This design comes from an exercise in tuning for small area, a short achievable clock period and few clock cycles per item on the open sky130 flow, not from production work.
The RTL was checked by simulation tests, not by an equivalence proof against the original design.

## raven
Design css_color_function_to_rgba, start of the top module:
module css_color_function_to_rgba (
   input  logic               clock,
   input  logic               reset,
   input  logic               req_valid,
   output logic               req_ready,
   input  logic               req_mode,
   input  logic signed [19:0] req_first_value,
   input  logic signed [19:0] req_second_value,
   input  logic signed [19:0] req_third_value,
   input  logic signed [19:0] req_alpha_value,
   input  logic               req_first_is_percent,
   input  logic               req_second_is_percent,
   input  logic               req_third_is_percent,
   input  logic               req_alpha_is_percent,
   input  logic               req_alpha_given,
   output logic               rsp_valid,
   input  logic               rsp_ready,
   output logic [12:0]        rsp_red_out,
   output logic [12:0]        rsp_green_out,
   output logic [12:0]        rsp_blue_out,
   output logic [12:0]        rsp_alpha_out
);
   logic        en;
   logic        v0, v1, v2, v3;
  ...
Size in the first run: ~4,200 cells after synthesis, about 140 I/O pins, about 41,000 um^2 of cells after synthesis.
==> flow/config.mk <==
export PLATFORM = sky130hd
export DESIGN_NAME = css_color_function_to_rgba
export DESIGN_NICKNAME = css_color_function_to_rgba
export VERILOG_FILES = /design/flow/design.v
export SDC_FILE = /design/flow/constraint.sdc
export NUM_CORES = 4
export LEC_CHECK = 0
export CAP_MARGIN = 20
export CORE_MARGIN = 2
export CORE_UTILIZATION = 65
export SETUP_SLACK_MARGIN = 5
export SLEW_MARGIN = 20
export SYNTH_HIERARCHICAL = 1
==> flow/constraint.sdc <==
create_clock -name core_clock -period 11.0 [get_ports {clock}]
set_input_delay 2.2000 -clock core_clock [delete_from_list [all_inputs] [get_ports {clock}]]
set_output_delay 2.2000 -clock core_clock [all_outputs]
set_load 0.01 [all_outputs]
standard.sh (not shown) runs the stock make flow with config.mk's settings and CLKGATE_MAP_FILE= SYNTH_SCRIPT=/design/flow/synth_recipe.tcl, a recipe that flattens the netlist after the stock synthesis.
==> flow/flow/run.sh <==
#!/bin/bash
# Layout flow: the standard flow (standard.sh) with these differences in
# the layout steps after the standard synthesis:
#  - the buffer that placement puts on every input and output port is
#    sky130_fd_sc_hd__buf_1 (the repair steps resize it where needed).
# The clock, constraints and synthesis (standard.sh synth) are the standard ones.
set -euo pipefail
bash standard.sh synth > flow_synth.log 2>&1
sed -e 's/SETUP_SLACK_MARGIN=[0-9.]* /SETUP_SLACK_MARGIN=6.6 "BUFFER_PORTS_ARGS=-buffer_cell sky130_fd_sc_hd__buf_1" /' standard.sh > standard_cts.sh
sed -e 's/SETUP_SLACK_MARGIN=[0-9.]* /SETUP_SLACK_MARGIN=6.9 "BUFFER_PORTS_ARGS=-buffer_cell sky130_fd_sc_hd__buf_1" /' standard.sh > standard_route.sh
grep -q 'SETUP_SLACK_MARGIN=6.6 "BUFFER_PORTS_ARGS' standard_cts.sh
grep -q 'SETUP_SLACK_MARGIN=6.9 "BUFFER_PORTS_ARGS' standard_route.sh
bash standard_cts.sh cts > flow_cts.log 2>&1
bash standard_route.sh > flow_route.log 2>&1
Testbench counts of raven, summed over its fixed seeds: cycles 16,040, items 16,000.
For ember, these inputs were changed with respect to raven:
# raven
export LEC_CHECK = 0
export CAP_MARGIN = 20
export CORE_MARGIN = 2
export CORE_UTILIZATION = 65
export SETUP_SLACK_MARGIN = 5
export SLEW_MARGIN = 20
export SYNTH_HIERARCHICAL = 1
create_clock -name core_clock -period 11.0 [get_ports {clock}]
# ember
export LEC_CHECK = 0
export CAP_MARGIN = 20
export CORE_MARGIN = 2
export CORE_UTILIZATION = 65
export SETUP_SLACK_MARGIN = 5
export SLEW_MARGIN = 20
create_clock -name core_clock -period 11.0 [get_ports {clock}]
==> flow/flow/run.sh <==
#!/bin/bash
set -euo pipefail
bash standard.sh synth > flow_synth.log 2>&1
sed -e 's/SETUP_SLACK_MARGIN=[0-9.]* /SETUP_SLACK_MARGIN=6.6 "BUFFER_PORTS_ARGS=-buffer_cell sky130_fd_sc_hd__buf_1" /' standard.sh > standard_tight.sh
grep -q 'SETUP_SLACK_MARGIN=6.6 "BUFFER_PORTS_ARGS' standard_tight.sh
bash standard_tight.sh > flow_layout.log 2>&1
### Flow results
- Of ember and raven, the lower area after synthesis belongs to ember.
- ember gives less fraction of final layout cells with drive strength greater than 1 than raven did.
- ember reports a higher critical path depth than raven does.
- Compared to raven, ember has worst setup slack before clock tree synthesis 300 ps lower.
- On global-route track usage on met3, ember tracks raven almost exactly.
- Summary of the comparison: final critical path time including I/O delays and setup is higher in ember, relative to raven.
- Looking at synthesized cell count across ember and raven, the one that comes out higher is raven.
- Looking at post-CTS setup buffer count, ember sits above raven.
- Against raven, wire length of the first global-routing pass in ember came out better.
- As far as max-capacitance violation count is concerned, raven and ember perform about the same.
Input-level comparison between lagoon and ember:
# ember
export LEC_CHECK = 0
export CAP_MARGIN = 20
export CORE_MARGIN = 2
export CORE_UTILIZATION = 65
export SETUP_SLACK_MARGIN = 5
export SLEW_MARGIN = 20
create_clock -name core_clock -period 11.0 [get_ports {clock}]
# lagoon
export LEC_CHECK = 0
export CAP_MARGIN = 20
export CORE_MARGIN = 2
export CORE_UTILIZATION = 65
export SETUP_SLACK_MARGIN = 5
export SLEW_MARGIN = 20
export SYNTH_HIERARCHICAL = 1
create_clock -name core_clock -period 11.0 [get_ports {clock}]
Findings:
A timing endpoint of the critical path of e2_ff[11] is what ember shows, while e2_ff[7] belongs to lagoon. lagoon vs ember on minimum clock period after layout: lagoon is the lower one. lagoon: fmax higher than ember. lagoon vs ember, instance count: lagoon higher. From ember to lagoon the numbers moved as follows: number of gates on the worst path with buffers counted now smaller; global-route met2 utilization decreased 1.2 points; worst setup slack went up by 340 ps; initial antenna violation count roughly the same. Compare lagoon and ember | share of layout cells above drive strength 1 higher: ember. Count of clock buffers in the final design (ember / lagoon): 1.14.

-- port drivers added, routing unchanged --
The flow's constraints put no driver on any port. The routed layouts listed below were extracted and timed again, unchanged, in two steps.
Step 1, drivers: a clkbuf_16 drives clock and a buf_2 each remaining input, both assumed.
Step 2 times the ports against the registers' clock, not the clock port: input delays grow and output delays shrink by t, the midpoint of the rising clock arrivals with the driver on.
Slacks: ideal ports / drivers / drivers and shift; pairs: ideal ports / drivers.
| run | t, ns | setup slack, ns | worst setup path at the end | worst data-port slew with drivers (ns) |
|---|---|---|---|---|
| raven | 0.672 | 6.498 / 6.498 / 6.434 | input to register | 0.04 |
| ember | 0.642 | 6.183 / 6.183 / 6.183 | register to register | 0.04 |
| lagoon | 0.670 | 6.518 / 6.518 / 6.223 | input to register | 0.04 |
After both steps setup and hold are still met in every run listed. The setup slack of lagoon, which loses most, moves by 0.000 ns with the drivers and by -0.295 ns with both steps.
